Context: an optimization exercise on an open-source flow, tuned for small area, a short achievable clock period and few clock cycles. The choices shown serve that exercise and are no tape-out recipe. Where RTL was checked, it was by simulation tests only, not by an equivalence proof against the original. The RTL of run 2 was laid out without a check of its function. No activity file was given, so power comes from the tool's default toggle rates.

==> design/flow/config.mk <==
export PLATFORM = sky130hd
export DESIGN_NAME = mulApbChip
export DESIGN_NICKNAME = mulApbChip
export VERILOG_FILES = /design/flow/design.v
export SDC_FILE = /design/flow/constraint.sdc
export NUM_CORES = 4
export LEC_CHECK = 0
export CAP_MARGIN = 20
export CORE_MARGIN = 2
export CORE_UTILIZATION = 40
export SLEW_MARGIN = 20
==> design/flow/constraint.sdc <==
create_clock -name core_clock -period 13.0 [get_ports {clk}]
set_input_delay 2.6000 -clock core_clock [delete_from_list [all_inputs] [get_ports {clk}]]
set_output_delay 2.6000 -clock core_clock [all_outputs]
set_load 0.01 [all_outputs]
==> design/flow/design.v <==
package mulPkg;
	localparam int OperandWidth = 32;
	localparam int ProductWidth = 2 * OperandWidth;
	localparam int DefaultRowsPerStage = 8;
	typedef logic [OperandWidth-1:0] operandT;
	typedef struct packed {
		logic valid;
		operandT a;
		operandT b;
	} mulReqT;
	typedef struct packed {
		operandT hi;
		operandT lo;
	} productHalvesT;
	typedef union packed {
		logic [ProductWidth-1:0] full;
		productHalvesT half;
	} productT;
	typedef struct packed {
		logic valid;
		productT product;
	} mulRspT;
endpackage
package apbPkg;
	localparam int AddrWidth = 8;
	localparam int DataWidth = 32;
	typedef struct packed {
		logic psel;
		logic penable;
		logic pwrite;
		logic [AddrWidth-1:0] paddr;
		logic [DataWidth-1:0] pwdata;
	} apbReqT;
	typedef struct packed {
		logic [DataWidth-1:0] prdata;
		logic pready;
		logic pslverr;
	} apbRspT;
	localparam logic [AddrWidth-1:0] AddrOpA = 8'h00;
	localparam logic [AddrWidth-1:0] AddrOpB = 8'h04;
	localparam logic [AddrWidth-1:0] AddrCtrl = 8'h08;
	localparam logic [AddrWidth-1:0] AddrStatus = 8'h0C;
	localparam logic [AddrWidth-1:0] AddrResLo = 8'h10;
	localparam logic [AddrWidth-1:0] AddrResHi = 8'h14;
	localparam int CtrlStartBit = 0;
	localparam int StatusBusyBit = 0;
	localparam int StatusDoneBit = 1;
endpackage
`timescale 1ns/1ps
module prefixAdder #(
	parameter int Width = mulPkg::OperandWidth
) (
	input logic [Width-1:0] a,
	input logic [Width-1:0] b,
	input logic cin,
	output logic [Width:0] sum
);
	localparam int Levels = $clog2(Width);
	logic [Width-1:0] p0;
	logic [Width-1:0] g [Levels+1];
	logic [Width-1:0] p [Levels+1];
	logic [Width:0] carry;
	for (genvar i = 0; i < Width; i++) begin : genBit
		xorKeep xorP_i (
			.a(a[i]),
			.b(b[i]),
			.y(p0[i])
		);
		xorKeep xorS_i (
			.a(p0[i]),
			.b(carry[i]),
			.y(sum[i])
		);
	end
	assign g[0] = (a & b) | {{(Width-1){1'b0}}, p0[0] & cin};
	assign p[0] = p0;
	for (genvar l = 1; l <= Levels; l++) begin : genLevel
		for (genvar i = 0; i < Width; i++) begin : genBit
			if (((i >> (l-1)) & 1) == 1) begin : genNode
				localparam int J = ((i >> (l-1)) << (l-1)) - 1;
				assign g[l][i] = g[l-1][i] | (p[l-1][i] & g[l-1][J]);
				assign p[l][i] = p[l-1][i] & p[l-1][J];
			end else begin : genPass
				assign g[l][i] = g[l-1][i];
				assign p[l][i] = p[l-1][i];
			end
		end
	end
	assign carry = {g[Levels], cin};
	assign sum[Width] = carry[Width];
endmodule
module xorKeep (
	input logic a,
	input logic b,
	output logic y
);
	assign y = a ^ b;
endmodule
`timescale 1ns/1ps
module mulRow (
	input logic [32:0] accS,
	input logic [32:0] accC,
	input logic idle,
	input logic [31:0] a,
	input logic [3:0] one,
	input logic [3:0] two,
	input logic [3:0] neg,
	input logic d16,
	output logic [40:0] rowX,
	output logic [40:0] rowY
);
	logic [33:0] aExt;
	logic [3:0] negN;
	logic [31:0] top;
	logic [32:0] pp0;
	logic [32:0] pp1;
	logic [32:0] pp2;
	logic [32:0] pp3;
	assign aExt = {1'b0, a, 1'b0};
	assign negN = ~neg;
	assign top = a & {32{d16}};
	assign pp0 = (aExt[33:1] & {33{one[0]}} | aExt[32:0] & {33{two[0]}}) ^ {33{neg[0]}};
	assign pp1 = (aExt[33:1] & {33{one[1]}} | aExt[32:0] & {33{two[1]}}) ^ {33{neg[1]}};
	assign pp2 = (aExt[33:1] & {33{one[2]}} | aExt[32:0] & {33{two[2]}}) ^ {33{neg[2]}};
	assign pp3 = (aExt[33:1] & {33{one[3]}} | aExt[32:0] & {33{two[3]}}) ^ {33{neg[3]}};
	logic fs0, fc0, fs1, fc1, fs2, fc2, fs3, fc3, fs4, fc4, fs5, fc5, fs6, fc6, fs7, fc7;
	logic fs8, fc8, fs9, fc9, fs10, fc10, fs11, fc11, fs12, fc12, fs13, fc13, fs14, fc14, fs15, fc15;
	logic fs16, fc16, fs17, fc17, fs18, fc18, fs19, fc19, fs20, fc20, fs21, fc21, fs22, fc22, fs23, fc23;
	logic fs24, fc24, fs25, fc25, fs26, fc26, fs27, fc27, fs28, fc28, fs29, fc29, fs30, fc30, fs31, fc31;
	logic fs32, fc32, fs33, fc33, fs34, fc34, fs35, fc35, fs36, fc36, fs37, fc37, fs38, fc38, fs39, fc39;
	logic fs40, fc40, fs41, fc41, fs42, fc42, fs43, fc43, fs44, fc44, fs45, fc45, fs46, fc46, fs47, fc47;
	logic fs48, fc48, fs49, fc49, fs50, fc50, fs51, fc51, fs52, fc52, fs53, fc53, fs54, fc54, fs55, fc55;
	logic fs56, fc56, fs57, fc57, fs58, fc58, fs59, fc59, fs60, fc60, fs61, fc61, fs62, fc62, fs63, fc63;
	logic fs64, fc64, fs65, fc65, fs66, fc66, fs67, fc67, fs68, fc68, fs69, fc69, fs70, fc70, fs71, fc71;
	logic fs72, fc72, fs73, fc73, fs74, fc74, fs75, fc75, fs76, fc76, fs77, fc77, fs78, fc78, fs79, fc79;
	logic fs80, fc80, fs81, fc81, fs82, fc82, fs83, fc83, fs84, fc84, fs85, fc85, fs86, fc86, fs87, fc87;
	logic fs88, fc88, fs89, fc89, fs90, fc90, fs91, fc91, fs92, fc92, fs93, fc93, fs94, fc94, fs95, fc95;
	logic fs96, fc96, fs97, fc97, fs98, fc98, fs99, fc99, fs100, fc100, fs101, fc101, fs102, fc102, fs103, fc103;
	logic fs104, fc104, fs105, fc105, fs106, fc106, fs107, fc107, fs108, fc108, fs109, fc109, fs110, fc110, fs111, fc111;
	logic fs112, fc112, fs113, fc113, fs114, fc114, fs115, fc115, fs116, fc116, fs117, fc117, fs118, fc118, fs119, fc119;
	logic fs120, fc120, fs121, fc121, fs122, fc122, fs123, fc123, fs124, fc124, fs125, fc125, fs126, fc126, fs127, fc127;
	logic fs128, fc128, fs129, fc129, fs130, fc130, fs131, fc131, fs132, fc132, fs133, fc133, fs134, fc134, fs135, fc135;
	logic fs136, fc136, fs137, fc137, fs138, fc138, fs139, fc139, fs140, fc140, fs141, fc141, fs142, fc142, fs143, fc143;
	logic fs144, fc144, fs145, fc145, fs146, fc146, fs147, fc147, fs148, fc148, fs149, fc149, fs150, fc150, fs151, fc151;
	logic fs152, fc152, fs153, fc153, fs154, fc154, fs155, fc155, fs156, fc156, fs157, fc157, fs158, fc158, fs159, fc159;
	logic fs160, fc160, fs161, fc161, hs0, hc0, hs1, hc1, hs2, hc2, hs3, hc3, hs4, hc4, hs5, hc5;
	logic hs6, hc6, hs7, hc7, hs8, hc8, hs9, hc9, hs10, hc10, hs11, hc11;
	assign hs0 = accS[6] ^ accC[6];
	assign hc0 = accS[6] & accC[6];
	assign hs1 = accS[7] ^ accC[7];
	assign hc1 = accS[7] & accC[7];
	fullAdd fa0 (.x(accS[8]), .y(accC[8]), .z(top[0]), .s(fs0), .c(fc0));
	fullAdd fa1 (.x(accS[9]), .y(accC[9]), .z(top[1]), .s(fs1), .c(fc1));
	fullAdd fa2 (.x(accS[10]), .y(accC[10]), .z(top[2]), .s(fs2), .c(fc2));
	fullAdd fa3 (.x(accS[11]), .y(accC[11]), .z(top[3]), .s(fs3), .c(fc3));
	fullAdd fa4 (.x(accS[12]), .y(accC[12]), .z(top[4]), .s(fs4), .c(fc4));
	fullAdd fa5 (.x(accS[13]), .y(accC[13]), .z(top[5]), .s(fs5), .c(fc5));
	fullAdd fa6 (.x(accS[14]), .y(accC[14]), .z(top[6]), .s(fs6), .c(fc6));
	fullAdd fa7 (.x(accS[15]), .y(accC[15]), .z(top[7]), .s(fs7), .c(fc7));
	fullAdd fa8 (.x(accS[16]), .y(accC[16]), .z(top[8]), .s(fs8), .c(fc8));
	fullAdd fa9 (.x(accS[17]), .y(accC[17]), .z(top[9]), .s(fs9), .c(fc9));
	fullAdd fa10 (.x(accS[18]), .y(accC[18]), .z(top[10]), .s(fs10), .c(fc10));
	fullAdd fa11 (.x(accS[19]), .y(accC[19]), .z(top[11]), .s(fs11), .c(fc11));
	fullAdd fa12 (.x(accS[20]), .y(accC[20]), .z(top[12]), .s(fs12), .c(fc12));
	fullAdd fa13 (.x(accS[21]), .y(accC[21]), .z(top[13]), .s(fs13), .c(fc13));
	fullAdd fa14 (.x(accS[22]), .y(accC[22]), .z(top[14]), .s(fs14), .c(fc14));
	fullAdd fa15 (.x(accS[23]), .y(accC[23]), .z(top[15]), .s(fs15), .c(fc15));
	fullAdd fa16 (.x(accS[24]), .y(accC[24]), .z(top[16]), .s(fs16), .c(fc16));
	fullAdd fa17 (.x(accS[25]), .y(accC[25]), .z(top[17]), .s(fs17), .c(fc17));
	fullAdd fa18 (.x(accS[26]), .y(accC[26]), .z(top[18]), .s(fs18), .c(fc18));
	fullAdd fa19 (.x(accS[27]), .y(accC[27]), .z(top[19]), .s(fs19), .c(fc19));
	fullAdd fa20 (.x(accS[28]), .y(accC[28]), .z(top[20]), .s(fs20), .c(fc20));
	fullAdd fa21 (.x(accS[29]), .y(accC[29]), .z(top[21]), .s(fs21), .c(fc21));
	fullAdd fa22 (.x(accS[30]), .y(accC[30]), .z(top[22]), .s(fs22), .c(fc22));
	fullAdd fa23 (.x(accS[31]), .y(accC[31]), .z(top[23]), .s(fs23), .c(fc23));
	fullAdd fa24 (.x(1'b1), .y(accS[32]), .z(accC[32]), .s(fs24), .c(fc24));
	fullAdd fa25 (.x(idle), .y(top[24]), .z(pp0[32]), .s(fs25), .c(fc25));
	assign hs2 = negN[0] ^ top[25];
	assign hc2 = negN[0] & top[25];
	assign hs3 = accS[2] ^ accC[2];
	assign hc3 = accS[2] & accC[2];
	assign hs4 = accS[3] ^ accC[3];
	assign hc4 = accS[3] & accC[3];
	fullAdd fa26 (.x(accS[4]), .y(accC[4]), .z(neg[2]), .s(fs26), .c(fc26));
	assign hs5 = pp0[4] ^ pp1[2];
	assign hc5 = pp0[4] & pp1[2];
	fullAdd fa27 (.x(accS[5]), .y(accC[5]), .z(pp0[5]), .s(fs27), .c(fc27));
	assign hs6 = pp1[3] ^ pp2[1];
	assign hc6 = pp1[3] & pp2[1];
	fullAdd fa28 (.x(neg[3]), .y(hs0), .z(pp0[6]), .s(fs28), .c(fc28));
	fullAdd fa29 (.x(pp1[4]), .y(pp2[2]), .z(pp3[0]), .s(fs29), .c(fc29));
	fullAdd fa30 (.x(hc0), .y(hs1), .z(pp0[7]), .s(fs30), .c(fc30));
	fullAdd fa31 (.x(pp1[5]), .y(pp2[3]), .z(pp3[1]), .s(fs31), .c(fc31));
	fullAdd fa32 (.x(hc1), .y(fs0), .z(pp0[8]), .s(fs32), .c(fc32));
	fullAdd fa33 (.x(pp1[6]), .y(pp2[4]), .z(pp3[2]), .s(fs33), .c(fc33));
	fullAdd fa34 (.x(fc0), .y(fs1), .z(pp0[9]), .s(fs34), .c(fc34));
	fullAdd fa35 (.x(pp1[7]), .y(pp2[5]), .z(pp3[3]), .s(fs35), .c(fc35));
	fullAdd fa36 (.x(fc1), .y(fs2), .z(pp0[10]), .s(fs36), .c(fc36));
	fullAdd fa37 (.x(pp1[8]), .y(pp2[6]), .z(pp3[4]), .s(fs37), .c(fc37));
	fullAdd fa38 (.x(fc2), .y(fs3), .z(pp0[11]), .s(fs38), .c(fc38));
	fullAdd fa39 (.x(pp1[9]), .y(pp2[7]), .z(pp3[5]), .s(fs39), .c(fc39));
	fullAdd fa40 (.x(fc3), .y(fs4), .z(pp0[12]), .s(fs40), .c(fc40));
	fullAdd fa41 (.x(pp1[10]), .y(pp2[8]), .z(pp3[6]), .s(fs41), .c(fc41));
	fullAdd fa42 (.x(fc4), .y(fs5), .z(pp0[13]), .s(fs42), .c(fc42));
	fullAdd fa43 (.x(pp1[11]), .y(pp2[9]), .z(pp3[7]), .s(fs43), .c(fc43));
	fullAdd fa44 (.x(fc5), .y(fs6), .z(pp0[14]), .s(fs44), .c(fc44));
	fullAdd fa45 (.x(pp1[12]), .y(pp2[10]), .z(pp3[8]), .s(fs45), .c(fc45));
	fullAdd fa46 (.x(fc6), .y(fs7), .z(pp0[15]), .s(fs46), .c(fc46));
	fullAdd fa47 (.x(pp1[13]), .y(pp2[11]), .z(pp3[9]), .s(fs47), .c(fc47));
	fullAdd fa48 (.x(fc7), .y(fs8), .z(pp0[16]), .s(fs48), .c(fc48));
	fullAdd fa49 (.x(pp1[14]), .y(pp2[12]), .z(pp3[10]), .s(fs49), .c(fc49));
	fullAdd fa50 (.x(fc8), .y(fs9), .z(pp0[17]), .s(fs50), .c(fc50));
	fullAdd fa51 (.x(pp1[15]), .y(pp2[13]), .z(pp3[11]), .s(fs51), .c(fc51));
	fullAdd fa52 (.x(fc9), .y(fs10), .z(pp0[18]), .s(fs52), .c(fc52));
	fullAdd fa53 (.x(pp1[16]), .y(pp2[14]), .z(pp3[12]), .s(fs53), .c(fc53));
	fullAdd fa54 (.x(fc10), .y(fs11), .z(pp0[19]), .s(fs54), .c(fc54));
	fullAdd fa55 (.x(pp1[17]), .y(pp2[15]), .z(pp3[13]), .s(fs55), .c(fc55));
	fullAdd fa56 (.x(fc11), .y(fs12), .z(pp0[20]), .s(fs56), .c(fc56));
	fullAdd fa57 (.x(pp1[18]), .y(pp2[16]), .z(pp3[14]), .s(fs57), .c(fc57));
	fullAdd fa58 (.x(fc12), .y(fs13), .z(pp0[21]), .s(fs58), .c(fc58));
	fullAdd fa59 (.x(pp1[19]), .y(pp2[17]), .z(pp3[15]), .s(fs59), .c(fc59));
	fullAdd fa60 (.x(fc13), .y(fs14), .z(pp0[22]), .s(fs60), .c(fc60));
	fullAdd fa61 (.x(pp1[20]), .y(pp2[18]), .z(pp3[16]), .s(fs61), .c(fc61));
	fullAdd fa62 (.x(fc14), .y(fs15), .z(pp0[23]), .s(fs62), .c(fc62));
	fullAdd fa63 (.x(pp1[21]), .y(pp2[19]), .z(pp3[17]), .s(fs63), .c(fc63));
	fullAdd fa64 (.x(fc15), .y(fs16), .z(pp0[24]), .s(fs64), .c(fc64));
	fullAdd fa65 (.x(pp1[22]), .y(pp2[20]), .z(pp3[18]), .s(fs65), .c(fc65));
	fullAdd fa66 (.x(fc16), .y(fs17), .z(pp0[25]), .s(fs66), .c(fc66));
	fullAdd fa67 (.x(pp1[23]), .y(pp2[21]), .z(pp3[19]), .s(fs67), .c(fc67));
	fullAdd fa68 (.x(fc17), .y(fs18), .z(pp0[26]), .s(fs68), .c(fc68));
	fullAdd fa69 (.x(pp1[24]), .y(pp2[22]), .z(pp3[20]), .s(fs69), .c(fc69));
	fullAdd fa70 (.x(fc18), .y(fs19), .z(pp0[27]), .s(fs70), .c(fc70));
	fullAdd fa71 (.x(pp1[25]), .y(pp2[23]), .z(pp3[21]), .s(fs71), .c(fc71));
	fullAdd fa72 (.x(fc19), .y(fs20), .z(pp0[28]), .s(fs72), .c(fc72));
	fullAdd fa73 (.x(pp1[26]), .y(pp2[24]), .z(pp3[22]), .s(fs73), .c(fc73));
	fullAdd fa74 (.x(fc20), .y(fs21), .z(pp0[29]), .s(fs74), .c(fc74));
	fullAdd fa75 (.x(pp1[27]), .y(pp2[25]), .z(pp3[23]), .s(fs75), .c(fc75));
	fullAdd fa76 (.x(fc21), .y(fs22), .z(pp0[30]), .s(fs76), .c(fc76));
	fullAdd fa77 (.x(pp1[28]), .y(pp2[26]), .z(pp3[24]), .s(fs77), .c(fc77));
	fullAdd fa78 (.x(fc22), .y(fs23), .z(pp0[31]), .s(fs78), .c(fc78));
	fullAdd fa79 (.x(pp1[29]), .y(pp2[27]), .z(pp3[25]), .s(fs79), .c(fc79));
	fullAdd fa80 (.x(fc23), .y(fs24), .z(pp1[30]), .s(fs80), .c(fc80));
	fullAdd fa81 (.x(pp2[28]), .y(pp3[26]), .z(fs25), .s(fs81), .c(fc81));
	fullAdd fa82 (.x(fc24), .y(hs2), .z(pp1[31]), .s(fs82), .c(fc82));
	fullAdd fa83 (.x(pp2[29]), .y(pp3[27]), .z(fc25), .s(fs83), .c(fc83));
	fullAdd fa84 (.x(1'b1), .y(top[26]), .z(hc2), .s(fs84), .c(fc84));
	fullAdd fa85 (.x(pp1[32]), .y(pp2[30]), .z(pp3[28]), .s(fs85), .c(fc85));
	fullAdd fa86 (.x(negN[1]), .y(top[27]), .z(pp2[31]), .s(fs86), .c(fc86));
	assign hs7 = 1'b1 ^ top[28];
	assign hc7 = 1'b1 & top[28];
	assign hs8 = accS[0] ^ accC[0];
	assign hc8 = accS[0] & accC[0];
	assign hs9 = accS[1] ^ accC[1];
	assign hc9 = accS[1] & accC[1];
	fullAdd fa87 (.x(neg[1]), .y(hs3), .z(pp0[2]), .s(fs87), .c(fc87));
	fullAdd fa88 (.x(hc3), .y(hs4), .z(pp0[3]), .s(fs88), .c(fc88));
	fullAdd fa89 (.x(hc4), .y(fs26), .z(pp2[0]), .s(fs89), .c(fc89));
	fullAdd fa90 (.x(fc26), .y(hc5), .z(fs27), .s(fs90), .c(fc90));
	fullAdd fa91 (.x(fc27), .y(hc6), .z(fs28), .s(fs91), .c(fc91));
	fullAdd fa92 (.x(fc28), .y(fc29), .z(fs30), .s(fs92), .c(fc92));
	fullAdd fa93 (.x(fc30), .y(fc31), .z(fs32), .s(fs93), .c(fc93));
	fullAdd fa94 (.x(fc32), .y(fc33), .z(fs34), .s(fs94), .c(fc94));
	fullAdd fa95 (.x(fc34), .y(fc35), .z(fs36), .s(fs95), .c(fc95));
	fullAdd fa96 (.x(fc36), .y(fc37), .z(fs38), .s(fs96), .c(fc96));
	fullAdd fa97 (.x(fc38), .y(fc39), .z(fs40), .s(fs97), .c(fc97));
	fullAdd fa98 (.x(fc40), .y(fc41), .z(fs42), .s(fs98), .c(fc98));
	fullAdd fa99 (.x(fc42), .y(fc43), .z(fs44), .s(fs99), .c(fc99));
	fullAdd fa100 (.x(fc44), .y(fc45), .z(fs46), .s(fs100), .c(fc100));
	fullAdd fa101 (.x(fc46), .y(fc47), .z(fs48), .s(fs101), .c(fc101));
	fullAdd fa102 (.x(fc48), .y(fc49), .z(fs50), .s(fs102), .c(fc102));
	fullAdd fa103 (.x(fc50), .y(fc51), .z(fs52), .s(fs103), .c(fc103));
	fullAdd fa104 (.x(fc52), .y(fc53), .z(fs54), .s(fs104), .c(fc104));
	fullAdd fa105 (.x(fc54), .y(fc55), .z(fs56), .s(fs105), .c(fc105));
	fullAdd fa106 (.x(fc56), .y(fc57), .z(fs58), .s(fs106), .c(fc106));
	fullAdd fa107 (.x(fc58), .y(fc59), .z(fs60), .s(fs107), .c(fc107));
	fullAdd fa108 (.x(fc60), .y(fc61), .z(fs62), .s(fs108), .c(fc108));
	fullAdd fa109 (.x(fc62), .y(fc63), .z(fs64), .s(fs109), .c(fc109));
	fullAdd fa110 (.x(fc64), .y(fc65), .z(fs66), .s(fs110), .c(fc110));
	fullAdd fa111 (.x(fc66), .y(fc67), .z(fs68), .s(fs111), .c(fc111));
	fullAdd fa112 (.x(fc68), .y(fc69), .z(fs70), .s(fs112), .c(fc112));
	fullAdd fa113 (.x(fc70), .y(fc71), .z(fs72), .s(fs113), .c(fc113));
	fullAdd fa114 (.x(fc72), .y(fc73), .z(fs74), .s(fs114), .c(fc114));
	fullAdd fa115 (.x(fc74), .y(fc75), .z(fs76), .s(fs115), .c(fc115));
	fullAdd fa116 (.x(fc76), .y(fc77), .z(fs78), .s(fs116), .c(fc116));
	fullAdd fa117 (.x(fc78), .y(fc79), .z(fs80), .s(fs117), .c(fc117));
	fullAdd fa118 (.x(fc80), .y(fs82), .z(fc81), .s(fs118), .c(fc118));
	fullAdd fa119 (.x(fc82), .y(fs84), .z(fs85), .s(fs119), .c(fc119));
	fullAdd fa120 (.x(pp3[29]), .y(fc84), .z(fc85), .s(fs120), .c(fc120));
	fullAdd fa121 (.x(hs7), .y(pp2[32]), .z(pp3[30]), .s(fs121), .c(fc121));
	fullAdd fa122 (.x(negN[2]), .y(top[29]), .z(hc7), .s(fs122), .c(fc122));
	assign hs10 = 1'b1 ^ top[30];
	assign hc10 = 1'b1 & top[30];
	assign hs11 = neg[0] ^ hs8;
	assign hc11 = neg[0] & hs8;
	fullAdd fa123 (.x(hc8), .y(hs9), .z(pp0[1]), .s(fs123), .c(fc123));
	fullAdd fa124 (.x(hc9), .y(pp1[0]), .z(fs87), .s(fs124), .c(fc124));
	fullAdd fa125 (.x(pp1[1]), .y(fc87), .z(fs88), .s(fs125), .c(fc125));
	fullAdd fa126 (.x(fc88), .y(fs89), .z(hs5), .s(fs126), .c(fc126));
	fullAdd fa127 (.x(fc89), .y(hs6), .z(fs90), .s(fs127), .c(fc127));
	fullAdd fa128 (.x(fs29), .y(fc90), .z(fs91), .s(fs128), .c(fc128));
	fullAdd fa129 (.x(fs31), .y(fc91), .z(fs92), .s(fs129), .c(fc129));
	fullAdd fa130 (.x(fs33), .y(fc92), .z(fs93), .s(fs130), .c(fc130));
	fullAdd fa131 (.x(fs35), .y(fc93), .z(fs94), .s(fs131), .c(fc131));
	fullAdd fa132 (.x(fs37), .y(fc94), .z(fs95), .s(fs132), .c(fc132));
	fullAdd fa133 (.x(fs39), .y(fc95), .z(fs96), .s(fs133), .c(fc133));
	fullAdd fa134 (.x(fs41), .y(fc96), .z(fs97), .s(fs134), .c(fc134));
	fullAdd fa135 (.x(fs43), .y(fc97), .z(fs98), .s(fs135), .c(fc135));
	fullAdd fa136 (.x(fs45), .y(fc98), .z(fs99), .s(fs136), .c(fc136));
	fullAdd fa137 (.x(fs47), .y(fc99), .z(fs100), .s(fs137), .c(fc137));
	fullAdd fa138 (.x(fs49), .y(fc100), .z(fs101), .s(fs138), .c(fc138));
	fullAdd fa139 (.x(fs51), .y(fc101), .z(fs102), .s(fs139), .c(fc139));
	fullAdd fa140 (.x(fs53), .y(fc102), .z(fs103), .s(fs140), .c(fc140));
	fullAdd fa141 (.x(fs55), .y(fc103), .z(fs104), .s(fs141), .c(fc141));
	fullAdd fa142 (.x(fs57), .y(fc104), .z(fs105), .s(fs142), .c(fc142));
	fullAdd fa143 (.x(fs59), .y(fc105), .z(fs106), .s(fs143), .c(fc143));
	fullAdd fa144 (.x(fs61), .y(fc106), .z(fs107), .s(fs144), .c(fc144));
	fullAdd fa145 (.x(fs63), .y(fc107), .z(fs108), .s(fs145), .c(fc145));
	fullAdd fa146 (.x(fs65), .y(fc108), .z(fs109), .s(fs146), .c(fc146));
	fullAdd fa147 (.x(fs67), .y(fc109), .z(fs110), .s(fs147), .c(fc147));
	fullAdd fa148 (.x(fs69), .y(fc110), .z(fs111), .s(fs148), .c(fc148));
	fullAdd fa149 (.x(fs71), .y(fc111), .z(fs112), .s(fs149), .c(fc149));
	fullAdd fa150 (.x(fs73), .y(fc112), .z(fs113), .s(fs150), .c(fc150));
	fullAdd fa151 (.x(fs75), .y(fc113), .z(fs114), .s(fs151), .c(fc151));
	fullAdd fa152 (.x(fs77), .y(fc114), .z(fs115), .s(fs152), .c(fc152));
	fullAdd fa153 (.x(fs79), .y(fc115), .z(fs116), .s(fs153), .c(fc153));
	fullAdd fa154 (.x(fc116), .y(fs117), .z(fs81), .s(fs154), .c(fc154));
	fullAdd fa155 (.x(fc117), .y(fs83), .z(fs118), .s(fs155), .c(fc155));
	fullAdd fa156 (.x(fs119), .y(fc83), .z(fc118), .s(fs156), .c(fc156));
	fullAdd fa157 (.x(fs86), .y(fc119), .z(fs120), .s(fs157), .c(fc157));
	fullAdd fa158 (.x(fs121), .y(fc86), .z(fc120), .s(fs158), .c(fc158));
	fullAdd fa159 (.x(pp3[31]), .y(fc121), .z(fs122), .s(fs159), .c(fc159));
	fullAdd fa160 (.x(hs10), .y(pp3[32]), .z(fc122), .s(fs160), .c(fc160));
	fullAdd fa161 (.x(negN[3]), .y(top[31]), .z(hc10), .s(fs161), .c(fc161));
	assign rowX[0] = hs11;
	assign rowY[0] = pp0[0];
	assign rowX[1] = hc11;
	assign rowY[1] = fs123;
	assign rowX[2] = fc123;
	assign rowY[2] = fs124;
	assign rowX[3] = fc124;
	assign rowY[3] = fs125;
	assign rowX[4] = fc125;
	assign rowY[4] = fs126;
	assign rowX[5] = fc126;
	assign rowY[5] = fs127;
	assign rowX[6] = fc127;
	assign rowY[6] = fs128;
	assign rowX[7] = fc128;
	assign rowY[7] = fs129;
	assign rowX[8] = fc129;
	assign rowY[8] = fs130;
	assign rowX[9] = fc130;
	assign rowY[9] = fs131;
	assign rowX[10] = fc131;
	assign rowY[10] = fs132;
	assign rowX[11] = fc132;
	assign rowY[11] = fs133;
	assign rowX[12] = fc133;
	assign rowY[12] = fs134;
	assign rowX[13] = fc134;
	assign rowY[13] = fs135;
	assign rowX[14] = fc135;
	assign rowY[14] = fs136;
	assign rowX[15] = fc136;
	assign rowY[15] = fs137;
	assign rowX[16] = fc137;
	assign rowY[16] = fs138;
	assign rowX[17] = fc138;
	assign rowY[17] = fs139;
	assign rowX[18] = fc139;
	assign rowY[18] = fs140;
	assign rowX[19] = fc140;
	assign rowY[19] = fs141;
	assign rowX[20] = fc141;
	assign rowY[20] = fs142;
	assign rowX[21] = fc142;
	assign rowY[21] = fs143;
	assign rowX[22] = fc143;
	assign rowY[22] = fs144;
	assign rowX[23] = fc144;
	assign rowY[23] = fs145;
	assign rowX[24] = fc145;
	assign rowY[24] = fs146;
	assign rowX[25] = fc146;
	assign rowY[25] = fs147;
	assign rowX[26] = fc147;
	assign rowY[26] = fs148;
	assign rowX[27] = fc148;
	assign rowY[27] = fs149;
	assign rowX[28] = fc149;
	assign rowY[28] = fs150;
	assign rowX[29] = fc150;
	assign rowY[29] = fs151;
	assign rowX[30] = fc151;
	assign rowY[30] = fs152;
	assign rowX[31] = fc152;
	assign rowY[31] = fs153;
	assign rowX[32] = fc153;
	assign rowY[32] = fs154;
	assign rowX[33] = fc154;
	assign rowY[33] = fs155;
	assign rowX[34] = fc155;
	assign rowY[34] = fs156;
	assign rowX[35] = fc156;
	assign rowY[35] = fs157;
	assign rowX[36] = fc157;
	assign rowY[36] = fs158;
	assign rowX[37] = fc158;
	assign rowY[37] = fs159;
	assign rowX[38] = fc159;
	assign rowY[38] = fs160;
	assign rowX[39] = fc160;
	assign rowY[39] = fs161;
	assign rowX[40] = fc161;
	assign rowY[40] = 1'b0;
endmodule
module fullAdd (
	input logic x,
	input logic y,
	input logic z,
	output logic s,
	output logic c
);
	assign s = x ^ y ^ z;
	assign c = (x & y) | (x & z) | (y & z);
endmodule
`timescale 1ns/1ps
module mulArray (
	input logic clk,
	input logic arstN,
	input logic [31:0] a,
	input logic [31:0] b,
	input logic wrB,
	input logic [7:0] bLoNext,
	input logic aValidNext,
	input logic bValidNext,
	input logic go,
	output mulPkg::productT product
);
	logic run1;
	logic run2;
	logic run3;
	logic running;
	logic first;
	logic [3:0] oneQ;
	logic [3:0] twoQ;
	logic [3:0] negQ;
	logic d16Q;
	logic [3:0] oneD;
	logic [3:0] twoD;
	logic [3:0] negD;
	logic digitsOn;
	logic [32:0] accS;
	logic [32:0] accC;
	logic [7:0] byteS;
	logic [7:0] byteC;
	logic [23:0] lowQ;
	logic lowCarry;
	logic [40:0] rowX;
	logic [40:0] rowY;
	logic [8:0] byteSum;
	logic [40:0] topSum;
	assign first = go & ~running;
	always_ff @(posedge clk or negedge arstN) begin
		if (!arstN) begin
			run1 <= 1'b0;
			run2 <= 1'b0;
			run3 <= 1'b0;
			running <= 1'b0;
		end else begin
			run1 <= first;
			run2 <= run1;
			run3 <= run2;
			running <= first | run1 | run2;
		end
	end
	function automatic logic [11:0] booth(input logic [7:0] g, input logic below);
		logic [3:0] one;
		logic [3:0] two;
		logic [3:0] neg;
		for (int j = 0; j < 4; j++) begin
			logic hi;
			logic mid;
			logic lo;
			hi = g[2*j+1];
			mid = g[2*j];
			lo = (j == 0) ? below : g[2*j-1];
			neg[j] = hi;
			one[j] = mid ^ lo;
			two[j] = (hi & ~mid & ~lo) | (~hi & mid & lo);
		end
		booth = {neg, two, one};
	endfunction
	logic [11:0] digitsFirst;
	logic [11:0] digitsRun;
	logic [11:0] digitsD;
	logic [7:0] groupRest;
	logic groupRestBelow;
	assign digitsFirst = booth(b[15:8], b[7]);
	always_comb begin
		if (run1) begin
			groupRest = b[23:16];
			groupRestBelow = b[15];
		end else if (run2) begin
			groupRest = b[31:24];
			groupRestBelow = b[23];
		end else begin
			groupRest = wrB ? bLoNext : b[7:0];
			groupRestBelow = 1'b0;
		end
	end
	assign digitsRun = booth(groupRest, groupRestBelow);
	assign digitsD = first ? digitsFirst : digitsRun;
	assign digitsOn = aValidNext & bValidNext;
	assign {negD, twoD, oneD} = digitsD & {12{digitsOn}};
	always_ff @(posedge clk) begin
		oneQ <= oneD;
		twoQ <= twoD;
		negQ <= negD;
		d16Q <= run2 & b[31] & digitsOn;
	end
	mulRow mulRow_i (
		.accS(accS & {33{running}}),
		.accC(accC & {33{running}}),
		.idle(~running),
		.a(a),
		.one(oneQ),
		.two(twoQ),
		.neg(negQ),
		.d16(d16Q),
		.rowX(rowX),
		.rowY(rowY)
	);
	assign byteSum = {1'b0, byteS} + {1'b0, byteC} + {8'd0, lowCarry & (run2 | run3)};
	always_ff @(posedge clk) begin
		if (go | running) begin
			accS <= rowX[40:8];
			accC <= rowY[40:8];
			byteS <= rowX[7:0];
			byteC <= rowY[7:0];
		end
		if (running) begin
			lowCarry <= byteSum[8];
		end
		if (run1) begin
			lowQ[7:0] <= byteSum[7:0];
		end
		if (run2) begin
			lowQ[15:8] <= byteSum[7:0];
		end
		if (run3) begin
			lowQ[23:16] <= byteSum[7:0];
		end
	end
	prefixAdder #(
		.Width(40)
	) prefixAdder_i (
		.a({accS[31:0], byteS}),
		.b({accC[31:0], byteC}),
		.cin(lowCarry),
		.sum(topSum)
	);
	assign product.half.hi = topSum[39:8];
	assign product.half.lo = {topSum[7:0], lowQ};
endmodule
`timescale 1ns/1ps
module mulApbRegs (
	input logic clk,
	input logic arstN,
	input apbPkg::apbReqT apbReq,
	output apbPkg::apbRspT apbRsp,
	output mulPkg::operandT opA,
	output mulPkg::operandT opB,
	output logic opBWrite,
	output logic [7:0] opBLoNext,
	output logic opAValidNext,
	output logic opBValidNext,
	output logic go,
	input mulPkg::productT product
);
	logic setup;
	logic done;
	logic inMap;
	logic inMapHi;
	logic inMapLo;
	logic mapped;
	logic wrOpA;
	logic wrOpB;
	logic opAValid;
	logic opBValid;
	mulPkg::operandT opARead;
	mulPkg::operandT opBRead;
	mulPkg::productT result;
	logic [apbPkg::DataWidth-1:0] readWord;
	logic [apbPkg::DataWidth-1:0] prdataQ;
	logic pslverrQ;
	assign setup = apbReq.psel & ~apbReq.penable;
	startDetect startDetect_i (
		.psel(apbReq.psel),
		.penable(apbReq.penable),
		.pwrite(apbReq.pwrite),
		.paddr(apbReq.paddr),
		.startBit(apbReq.pwdata[apbPkg::CtrlStartBit]),
		.go(go)
	);
	addrDecode addrDecode_i (
		.paddr(apbReq.paddr),
		.inMapHi(inMapHi),
		.inMapLo(inMapLo)
	);
	assign inMap = inMapHi & inMapLo;
	assign mapped = inMap & ~(apbReq.paddr[4] & apbReq.paddr[3]);
	assign opARead = opA & {32{opAValid}};
	assign opBRead = opB & {32{opBValid}};
	assign result = product & {64{done}};
	always_comb begin
		case ({apbReq.paddr[4], apbReq.paddr[2]})
			2'b00: readWord = opARead;
			2'b01: readWord = opBRead;
			2'b10: readWord = result.half.lo;
			default: readWord = result.half.hi;
		endcase
		if (apbReq.paddr[3]) begin
			readWord = '0;
			readWord[apbPkg::StatusDoneBit] = done & apbReq.paddr[2] & ~apbReq.paddr[4];
		end
		if (!inMap) begin
			readWord = '0;
		end
	end
	always_ff @(posedge clk) begin
		prdataQ <= readWord;
		pslverrQ <= ~mapped;
	end
	always_comb begin
		apbRsp.prdata = prdataQ;
		apbRsp.pready = 1'b1;
		apbRsp.pslverr = pslverrQ;
	end
	always_ff @(posedge clk or negedge arstN) begin
		if (!arstN) begin
			wrOpA <= 1'b0;
			wrOpB <= 1'b0;
			opAValid <= 1'b0;
			opBValid <= 1'b0;
			done <= 1'b0;
		end else begin
			wrOpA <= setup && apbReq.pwrite && (apbReq.paddr == apbPkg::AddrOpA);
			wrOpB <= setup && apbReq.pwrite && (apbReq.paddr == apbPkg::AddrOpB);
			if (wrOpA) begin
				opAValid <= 1'b1;
			end
			if (wrOpB) begin
				opBValid <= 1'b1;
			end
			if (go) begin
				done <= 1'b1;
			end
		end
	end
	always_ff @(posedge clk) begin
		if (wrOpA) begin
			opA <= apbReq.pwdata;
		end
		if (wrOpB) begin
			opB <= apbReq.pwdata;
		end
	end
	assign opBWrite = wrOpB;
	assign opBLoNext = apbReq.pwdata[7:0];
	assign opAValidNext = opAValid | wrOpA;
	assign opBValidNext = opBValid | wrOpB;
endmodule
module startDetect (
	input logic psel,
	input logic penable,
	input logic pwrite,
	input logic [apbPkg::AddrWidth-1:0] paddr,
	input logic startBit,
	output logic go
);
	assign go = psel & ~penable & pwrite & startBit & (paddr == apbPkg::AddrCtrl);
endmodule
module addrDecode (
	input logic [apbPkg::AddrWidth-1:0] paddr,
	output logic inMapHi,
	output logic inMapLo
);
	assign inMapHi = (paddr[7:5] == 3'b000);
	assign inMapLo = (paddr[1:0] == 2'b00);
endmodule
`timescale 1ns/1ps
module mulApbTop (
	input logic clk,
	input logic arstN,
	input apbPkg::apbReqT apbReq,
	output apbPkg::apbRspT apbRsp
);
	mulPkg::operandT opA;
	mulPkg::operandT opB;
	logic go;
	logic opBWrite;
	logic [7:0] opBLoNext;
	logic opAValidNext;
	logic opBValidNext;
	mulPkg::productT product;
	mulApbRegs mulApbRegs_i (
		.clk(clk),
		.arstN(arstN),
		.apbReq(apbReq),
		.apbRsp(apbRsp),
		.opA(opA),
		.opB(opB),
		.opBWrite(opBWrite),
		.opBLoNext(opBLoNext),
		.opAValidNext(opAValidNext),
		.opBValidNext(opBValidNext),
		.go(go),
		.product(product)
	);
	mulArray mulArray_i (
		.clk(clk),
		.arstN(arstN),
		.a(opA),
		.b(opB),
		.wrB(opBWrite),
		.bLoNext(opBLoNext),
		.aValidNext(opAValidNext),
		.bValidNext(opBValidNext),
		.go(go),
		.product(product)
	);
endmodule
`timescale 1ns/1ps
module mulApbChip (
	input logic clk,
	input logic arstN,
	input logic psel,
	input logic penable,
	input logic pwrite,
	input logic [7:0] paddr,
	input logic [31:0] pwdata,
	output logic [31:0] prdata,
	output logic pready,
	output logic pslverr
);
	apbPkg::apbReqT apbReq;
	apbPkg::apbRspT apbRsp;
	assign apbReq.psel = psel;
	assign apbReq.penable = penable;
	assign apbReq.pwrite = pwrite;
	assign apbReq.paddr = paddr;
	assign apbReq.pwdata = pwdata;
	assign prdata = apbRsp.prdata;
	assign pready = apbRsp.pready;
	assign pslverr = apbRsp.pslverr;
	mulApbTop mulApbTop_i (
		.clk(clk),
		.arstN(arstN),
		.apbReq(apbReq),
		.apbRsp(apbRsp)
	);
endmodule
==> design/flow/flow/run.sh <==
#!/bin/bash
# The standard layout, with timing repair aimed at a path delay well below
# the clock period: the clock and the constraints are unchanged, only
# repair_timing's setup margin is raised (and kept to the worst endpoints).
set -euo pipefail
export SETUP_SLACK_MARGIN="${FLOW_SETUP_MARGIN:-9.4}"
export TNS_END_PERCENT="${FLOW_TNS_END:-10}"
export BUFFER_PORTS_ARGS="-buffer_cell sky130_fd_sc_hd__buf_2"
export CTS_ARGS="-sink_clustering_enable -repair_clock_nets -dont_use_dummy_load -sink_clustering_size 12 -buf_list {sky130_fd_sc_hd__clkbuf_4 sky130_fd_sc_hd__clkbuf_8}"
# keep each full adder of the multiplier step a module of its own through
# synthesis, so that it maps to one full-adder cell without inverters around it, and keep the
# two address decodes that gate many flip-flops short;
# the netlist is flattened at the end of synthesis as usual
export SYNTH_KEEP_MODULES="fullAdd startDetect addrDecode xorKeep"
bash standard.sh > flow_standard.log 2>&1
==> design/flow/standard.sh <==
#!/bin/bash
# synth_recipe.tcl (not shown) runs the flow's synth.tcl, then flattens the netlist and writes it again
# the make line also repeats each setting of config.mk as NAME=value (left out here)
make -C /OpenROAD-flow-scripts/flow DESIGN_CONFIG=/design/flow/config.mk WORK_HOME=/design/flow/orfs CLKGATE_MAP_FILE= SYNTH_SCRIPT=/design/flow/synth_recipe.tcl "${@:-finish}"
==> run notes, run 1 <==
Post-synth top flop: edfxtp_1
Slew HR: 25.7%
row cnt: 73
number of fill cells in the layout: 3652
gpl congestion: 0.862
most common cell in the netlist: a22oi_1
CTS max path bufs: 3
DIE AREA: 0.0415 mm²
Worst Path Required: 10.40 ns
first-pass GRT wire length: 72600 µm
Final Hold Viols: 0
multi-input logic area: 0.00931 mm²
mapped cell area: 0.0160 mm²
WHS: 0.493 ns
GR Util All Layers: 23.6%
CORE AREA: 0.0395 mm²
critical path data arrival time: 1.09 ns
Hold Crit Class: register to register
#FFs+latches synth: 225
max-slew violation count: 0
TritonCTS Buffers: 42
Crit. End Element: output port
Setup Skew: 0.0343 ns
ys async rst share: 4.00%
max-cap viol count: 0
starting density of the core: 40.4%
total gr overflow: 0
DRT Wirelength: 48100 µm
slowest CP cell: dfxtp_1
family with the most delay on the worst path: flip-flops
CTS tree: built
Buffers on Ports: 77
placed cells: 1841
most frequent cells after synthesis: a22oi_1, edfxtp_1, fa_1, xnor2_1, and2_1
ANT nets after route: 0
RSZ-0062 raised after global routing: yes
DRT iter0 DRCs: 1181
Setup TNS: 0 ns
CP peak stage delay: 0.38 ns
EDFF count, synth: 170
DRT Pass-1 Iters: 6
Final Critical Period: 3.69 ns
CP Buf/Inv Count: 1
number of global-route vias before repair: 11622
Area contributors post-synth: edfxtp_1, fa_1, a22oi_1
pin count of the biggest net entering global routing: 42
Sink Count: 225
Setup Crit Path Kind: register to output port
layout cells sized above 1: 13.5%
Mapped Avg Cell Area: 12.0 µm²
Max rail drop VDD: 0.0000615 V
Least-Margin Pin Slew: 1.12 ns
Remaining DRCs: 0
share of the synthesized area in the top cell type: 32.0%
Post-Layout Cell Count: 1893
initial antenna violation count: 1
Vias/cell: 5.90
FF+latch area: 0.00627 mm²
area leader, netlist: edfxtp_1
Clock transition at path regs: 0.05 ns
Mapped Cells: 1332
endpoints failing setup: 0
crit-path cells: buf_2
Seq/Total Area, Yosys: 39.2%
drt wl/cell: 25.4 µm
Chip Width: 204 µm
final worst path period share: 28.4%
library cells used by synthesis: 58
root buf cell: clkbuf_8
layout net count: 1595
detailed placement HPWL: 33600 µm
f_max: 271 MHz
H-tree depth: 2
pwr dens: 76.9 mW/mm²
die height: 204 µm
final core occ: 44.3%
status: finished clean
Clock Latency Late Sink: 0.55 ns
Vias: 11169
P&R area growth vs syn: 9.67%
yosys warns: 5
Static Leak: 0.00690 µW
CP startpoint kind: register
crit-path max FO: 1
io pins: 79
-- routing by layer --
metal	part of all wire, %	vias to the layer above	global-route usage (%)
met5	0	-	0
met4	2.7	0	7.74
met3	7.5	93	3.29
met2	48	512	38.1
met1	42	5766	32.8
li1	-	4798	-
-- final timing paths --
check	cells after the start	from	slack, ns	endpoint
worst min register to register	1	mulApbTop_i.mulApbRegs_i.opAValid	0.49	mulApbTop_i.mulApbRegs_i.opAValid
max in group asynchronous	1	arstN	10.91	mulApbTop_i.mulArray_i.running
worst min-delay path	1	mulApbTop_i.mulApbRegs_i.opAValid	0.49	mulApbTop_i.mulApbRegs_i.opAValid
min in group asynchronous	1	arstN	1.89	mulApbTop_i.mulApbRegs_i.opBValid
worst max register to register	12	mulApbTop_i.mulArray_i.accC[7]	9.42	mulApbTop_i.mulApbRegs_i.prdataQ[27]
worst max-delay path	1	mulApbTop_i.mulApbRegs_i.prdataQ[16]	9.31	prdata[16]
-- modules after synthesis, one instance, submodules excluded --
module / cell area (µm²) / flops+latches / cells / times used
startDetect: 32.5 / 0 / 4 / 1
fullAdd: 20.0 / 0 / 1 / 162
addrDecode: 13.8 / 0 / 2 / 1
xorKeep: 8.76 / 0 / 1 / 80
mulApbChip: 12000 / 225 / 1084 / 1
-- registers in the layout, summed over array words and instances, names as in the netlist --
signal                             cells
mulApbTop_i.mulArray_i.d16Q            1
mulApbTop_i.mulApbRegs_i.opBValid      1
mulApbTop_i.mulArray_i.byteC           8
mulApbTop_i.mulApbRegs_i.pslverrQ      1
mulApbTop_i.mulApbRegs_i.wrOpB         1
mulApbTop_i.mulArray_i.running         1
mulApbTop_i.mulApbRegs_i.opA          32
mulApbTop_i.mulApbRegs_i.opB          32
mulApbTop_i.mulApbRegs_i.opAValid      1
mulApbTop_i.mulApbRegs_i.done          1
mulApbTop_i.mulArray_i.run2            1
mulApbTop_i.mulArray_i.oneQ            4
mulApbTop_i.mulArray_i.lowQ           24
mulApbTop_i.mulArray_i.accC           32
mulApbTop_i.mulArray_i.run3            1
mulApbTop_i.mulArray_i.negQ            4
mulApbTop_i.mulArray_i.byteS           8
mulApbTop_i.mulArray_i.accS           33
mulApbTop_i.mulApbRegs_i.wrOpA         1
mulApbTop_i.mulApbRegs_i.prdataQ      32
mulApbTop_i.mulArray_i.twoQ            4
mulApbTop_i.mulArray_i.lowCarry        1
mulApbTop_i.mulArray_i.run1            1
-- placed cells by master, fill, tap and decap left out, drive strengths merged, types with 7 or more instances in the layout --
cell type	instances
nand3	7
ha	18
fa	164
edfxtp	170
dfrtp	9
a32o	7
o21ai	9
nor2	40
xor2	86
mux2i	9
buf	100
xnor2	140
a22o	16
nand2	39
a21o	11
dfxtp	46
or2	7
a211oi	16
clkbuf	42
a21oi	56
a22oi	190
and2	97
inv	22
-- per-stage QoR --
stage / worst slack, ns / cell area, µm² / total power (µW)
3_3_place_gp: 8.16 / 16700 / 805
5_1_grt: 9.28 / 17500 / 1390
2_1_floorplan: 8.93 / 16000 / 792
6_report: 9.31 / 17500 / 1350
4_1_cts: 9.26 / 17400 / 1360
3_5_place_dp: 8.13 / 16700 / 805
-- report_power, final --
group / switching [µW] / internal (µW)
logic: 12.7 / 9.62
clock network: 272 / 284
registers: 0.735 / 768
-- final cells by class --
class                   instances  share of cell area [%]
diodes                          2                  0.0286
repair buffers                100                    3.42
multi-input cells             977                    53.2
clock buffers                  42                    3.30
flip-flops and latches        225                    35.8
inverters                      22                   0.472
well taps                     525                    3.75
-- logic make-up after synthesis --
| kind of cell | after synthesis | synth area share [%] |
|---|---|---|
| buffers and inverters | 134 | 3.17 |
| AOI/OAI and AO/OA | 332 | 15.1 |
| muxes | 9 | 0.564 |
| and+or+nand+nor | 222 | 7.59 |
| xor gates and xnor gates | 226 | 12.4 |
| DFF | 225 | 39.2 |
| other | 2 | 0.0471 |
| adders and majority gates | 182 | 22.0 |
-- what timing repair did --
| item | 4_1_cts | 5_1_grt |
|---|---|---|
| endpoints found under the setup margin | 148 | 137 |
| endpoints found under the hold margin | 0 | 0 |
| pin swaps | 0 | 1 |
| setup buffers | 1 | 5 |
| resized for setup | 8 | 15 |
| gates cloned | 2 | 0 |
| hold buffers | 0 | 0 |
Testbench counts, summed over its fixed seeds: cycles 14,400.
==> inputs of run 2 (changes only) <==
--- a/design/flow/design.v
+++ b/design/flow/design.v
@@ -61,17 +61,13 @@
 	logic [Width-1:0] p [Levels+1];
 	logic [Width:0] carry;
 	for (genvar i = 0; i < Width; i++) begin : genBit
-		xorKeep xorP_i (
-			.a(a[i]),
-			.b(b[i]),
-			.y(p0[i])
-		);
 		xorKeep xorS_i (
 			.a(p0[i]),
 			.b(carry[i]),
 			.y(sum[i])
 		);
 	end
+	assign p0 = a ^ b;
 	assign g[0] = (a & b) | {{(Width-1){1'b0}}, p0[0] & cin};
 	assign p[0] = p0;
 	for (genvar l = 1; l <= Levels; l++) begin : genLevel
@@ -491,26 +487,25 @@
 		end
 		booth = {neg, two, one};
 	endfunction
-	logic [11:0] digitsFirst;
-	logic [11:0] digitsRun;
+	logic [7:0] group;
+	logic groupBelow;
 	logic [11:0] digitsD;
-	logic [7:0] groupRest;
-	logic groupRestBelow;
-	assign digitsFirst = booth(b[15:8], b[7]);
 	always_comb begin
-		if (run1) begin
-			groupRest = b[23:16];
-			groupRestBelow = b[15];
+		if (first) begin
+			group = b[15:8];
+			groupBelow = b[7];
+		end else if (run1) begin
+			group = b[23:16];
+			groupBelow = b[15];
 		end else if (run2) begin
-			groupRest = b[31:24];
-			groupRestBelow = b[23];
+			group = b[31:24];
+			groupBelow = b[23];
 		end else begin
-			groupRest = wrB ? bLoNext : b[7:0];
-			groupRestBelow = 1'b0;
+			group = wrB ? bLoNext : b[7:0];
+			groupBelow = 1'b0;
 		end
 	end
-	assign digitsRun = booth(groupRest, groupRestBelow);
-	assign digitsD = first ? digitsFirst : digitsRun;
+	assign digitsD = booth(group, groupBelow);
 	assign digitsOn = aValidNext & bValidNext;
 	assign {negD, twoD, oneD} = digitsD & {12{digitsOn}};
 	always_ff @(posedge clk) begin
--- a/design/flow/flow/run.sh
+++ b/design/flow/flow/run.sh
@@ -6,7 +6,7 @@
 export SETUP_SLACK_MARGIN="${FLOW_SETUP_MARGIN:-9.4}"
 export TNS_END_PERCENT="${FLOW_TNS_END:-10}"
 export BUFFER_PORTS_ARGS="-buffer_cell sky130_fd_sc_hd__buf_2"
-export CTS_ARGS="-sink_clustering_enable -repair_clock_nets -dont_use_dummy_load -sink_clustering_size 12 -buf_list {sky130_fd_sc_hd__clkbuf_4 sky130_fd_sc_hd__clkbuf_8}"
+export CTS_ARGS="-sink_clustering_enable -repair_clock_nets -dont_use_dummy_load -buf_list {sky130_fd_sc_hd__clkbuf_4 sky130_fd_sc_hd__clkbuf_8}"
 # keep each full adder of the multiplier step a module of its own through
 # synthesis, so that it maps to one full-adder cell without inverters around it, and keep the
 # two address decodes that gate many flip-flops short;
==> run 2 against run 1 <==
Still clean on timing, DRC and antenna. Sequential share of layout area barely moved. Fmax is 1.4% lower. Final area is 0.24% higher. Routed wire length grew 0.56%. Flip-flop and latch count unchanged. Clock-buffer cell count down 1. Sequential power barely moved. Area after synthesis down 0.92%. Critical path type is now primary input to register. Largest cell class unchanged.
==> run notes, run 2 <==
DIE AREA: 0.0411 mm²
crit-path cells: buf_2, nor4bb_4, and3_4, nand2_8, buf_6, nor2_4, a21oi_2, or3_1, a21oi_1
#FFs+latches synth: 225
commonest non-fill, non-tap cell in the layout: a22oi_1
layout net count: 1598
GR Util All Layers: 23.8%
RSZ-0062 raised after global routing: yes
DRT Wirelength: 48400 µm
first-pass GRT wire length: 72700 µm
setup slack after layout: 9.25 ns
Setup Crit Path Kind: primary input to register
max-slew violation count: 0
layout cells sized above 1: 15.5%
commonest non-fill, non-tap cells in the layout: a22oi_1, edfxtp_1, fa_1
Mapped Avg Cell Area: 12.2 µm²
Crit. End Element: register
Switching Fraction: 21.6%
initial antenna violation count: 0
starting density of the core: 40.7%
detailed placement HPWL: 33300 µm
max-cap viol count: 0
endpoints failing setup: 0
status: finished clean
root buf cell: clkbuf_8
Clock Latency Late Sink: 0.57 ns
library cells used by synthesis: 60
Largest register FFs: 33
Mapped Cells: 1296
Clock transition at path regs: 0.06 ns
H-tree depth: 2
Combinational Power Share: 2.0%
Least-Margin Pin Slew: 1.03 ns
pin count of the biggest net entering global routing: 46
final worst path period share: 28.8%
ys async rst share: 4.00%
Final Hold Viols: 0
Sink Count: 225
internal power: 1060 µW
CTS tree: built
crit-path max FO: 7
total gr overflow: 0
CP peak stage delay: 0.37 ns
Setup TNS: 0 ns
Max rail drop VDD: 0.0000548 V
most frequent cells after synthesis: a22oi_1, edfxtp_1, fa_1, xnor2_1, and2_1
number of fill cells in the layout: 3550
Area contributors post-synth: edfxtp_1, fa_1, a22oi_1
io pins: 79
Pwr Total: 1350 µW
pwr dens: 76.8 mW/mm²
clock network power share: 40.9%
Chip Width: 203 µm
slowest CP cell: or3_1
CP startpoint kind: primary input
number of global-route vias before repair: 11391
Hold Buf Count CTS: 0
Vias: 10968
CORE AREA: 0.0388 mm²
Slew HR: 31.4%
die height: 203 µm
mapped cell area: 0.0158 mm²
drt wl/cell: 26.1 µm
ANT nets after route: 0
largest register by flop count: mulApbTop_i.mulArray_i.accS
CTS max path bufs: 3
dpl ws: 8.13 ns
row cnt: 72
WHS: 0.502 ns
Buffers on Ports: 77
critical path data arrival time: 4.21 ns
Hold Crit Class: register to register
yosys warns: 5
Post-synth top flop: edfxtp_1
DRT iter0 DRCs: 1104
area leader, netlist: edfxtp_1
sw power: 291 µW
Sequential Power Share: 57.1%
P&R area growth vs syn: 10.9%
Remaining DRCs: 0
EDFF count, synth: 170
share of the synthesized area in the top cell type: 32.3%
most common cell in the netlist: a22oi_1
Worst Path Required: 13.47 ns
gpl congestion: 0.870
Setup Skew: 0.0402 ns
Final Critical Period: 3.75 ns
Static Leak: 0.00703 µW
f_max: 267 MHz
TritonCTS Buffers: 41
DRT Pass-1 Iters: 6
Seq/Total Area, Yosys: 39.5%
number of diodes: 0
Vias/cell: 5.91
[run 2: final cells by class]
cell class | instances | area [µm²] | area share [%]
tap | 518 | 648 | 3.69
clock buffer | 41 | 564 | 3.22
timing repair buffer | 104 | 731 | 4.16
sequential | 225 | 6280 | 35.8
inverter | 20 | 75.1 | 0.428
multi-input combinational | 948 | 9240 | 52.7
[run 2: Yosys stat by module (local to each module, per instance)]
module	cells inside	copies in the design	flip-flops and latches	area [µm²]
addrDecode	2	1	0	13.8
fullAdd	1	162	0	20.0
mulApbChip	1088	1	225	12200
startDetect	4	1	0	32.5
xorKeep	1	40	0	8.76
[run 2: through the flow]
stage | instance area [µm²] | utilization [%] | std cells
6_report | 17500 | 45.2 | 1856
3_5_place_dp | 16600 | 42.7 | 1799
4_1_cts | 17400 | 44.7 | 1853
5_1_grt | 17500 | 45.2 | 1856
2_1_floorplan | 15800 | - | 1298
3_3_place_gp | 16600 | 42.7 | 1799
[run 2: path summary, 6_finish.rpt]
kind / from / end / slack (ns) / cells after the start
hold / removal: mulApbTop_i.mulApbRegs_i.opAValid / mulApbTop_i.mulApbRegs_i.opAValid / 0.50 / 1
setup / recovery: paddr[1] / mulApbTop_i.mulArray_i.twoQ[0] / 9.25 / 9
max in group asynchronous: arstN / mulApbTop_i.mulArray_i.running / 10.92 / 1
setup reg to reg: mulApbTop_i.mulArray_i.running / mulApbTop_i.mulArray_i.accC[22] / 9.56 / 6
min in group asynchronous: arstN / mulApbTop_i.mulApbRegs_i.wrOpA / 1.87 / 1
hold reg to reg: mulApbTop_i.mulApbRegs_i.opAValid / mulApbTop_i.mulApbRegs_i.opAValid / 0.50 / 1
[run 2: worst max-delay path, delay by kind of cell]
family	cells	cell delay, ns
buf+inv	2	0.27
simple gates	5	1.14
compound gates	2	0.19
[run 2: logic make-up (layout without fill, tap and decap cells)]
logic type,Yosys count,count (layout),share of synthesized area [%]
flip-flops,225,225,39.5
AND/OR/NAND/NOR,204,206,7.18
multiplexers,15,15,0.949
buffers and inverters,127,165,3.05
XOR/XNOR,183,183,10.1
AO/OA/AOI/OAI,327,327,14.5
other,2,4,0.0475
adder cells (fa/ha/maj),213,213,24.6
[run 2: layer usage]
metal  wire, µm  track usage, %
met1      20600            33.3
met2      23200            38.6
met3       3640            3.56
met4       1020            6.44
met5          0               0
[run 2: power by group through the flow]
stage | logic (µW) | clock network (µW) | registers (µW)
after floorplan | 9.54 | 0 | 783
final | 27.3 | 552 | 769
after CTS | 24.4 | 566 | 769
after detailed placement | 23.8 | 0 | 783
after global placement | 23.3 | 0 | 783
after global routing | 29.4 | 593 | 768
[run 2: timing repair]
| item | 4_1_cts | 5_1_grt |
|---|---|---|
| setup endpoints to repair | 161 | 172 |
| setup buffers | 10 | 1 |
| resized for setup | 30 | 29 |
| gates cloned | 3 | 2 |
| pin swaps | 5 | 8 |

==> re-timing with driven ports <==
The results above use ideal ports. As a check the final layouts listed here were re-extracted and re-timed, cells and wires unchanged. Step 1 (the two cells are an assumption about what drives the block):
set clk [get_ports {clk}]
set_driving_cell -lib_cell sky130_fd_sc_hd__clkbuf_16 $clk
set_driving_cell -lib_cell sky130_fd_sc_hd__buf_2 [delete_from_list [all_inputs] $clk]
Step 2 times the ports against the registers' clock, not the clock port: input delays grow and output delays shrink by t, the midpoint of the rising clock arrivals with the driver on. a / b / c = ideal / step 1 / step 2; a / b = the first two.
run | t, ns | setup slack, ns | worst hold slack (ns) | cell pins on the clock port's net
run 1 | 0.581 | 9.306 / 9.259 / 8.834 | 0.493 / 0.493 / 0.493 | 1
run 2 | 0.602 | 9.254 / 9.275 / 8.680 | 0.502 / 0.502 / 0.502 | 1
After both steps setup and hold are still met in every run listed. The setup slack of run 2, which loses most, moves by +0.021 ns with the drivers and by -0.574 ns with both steps.
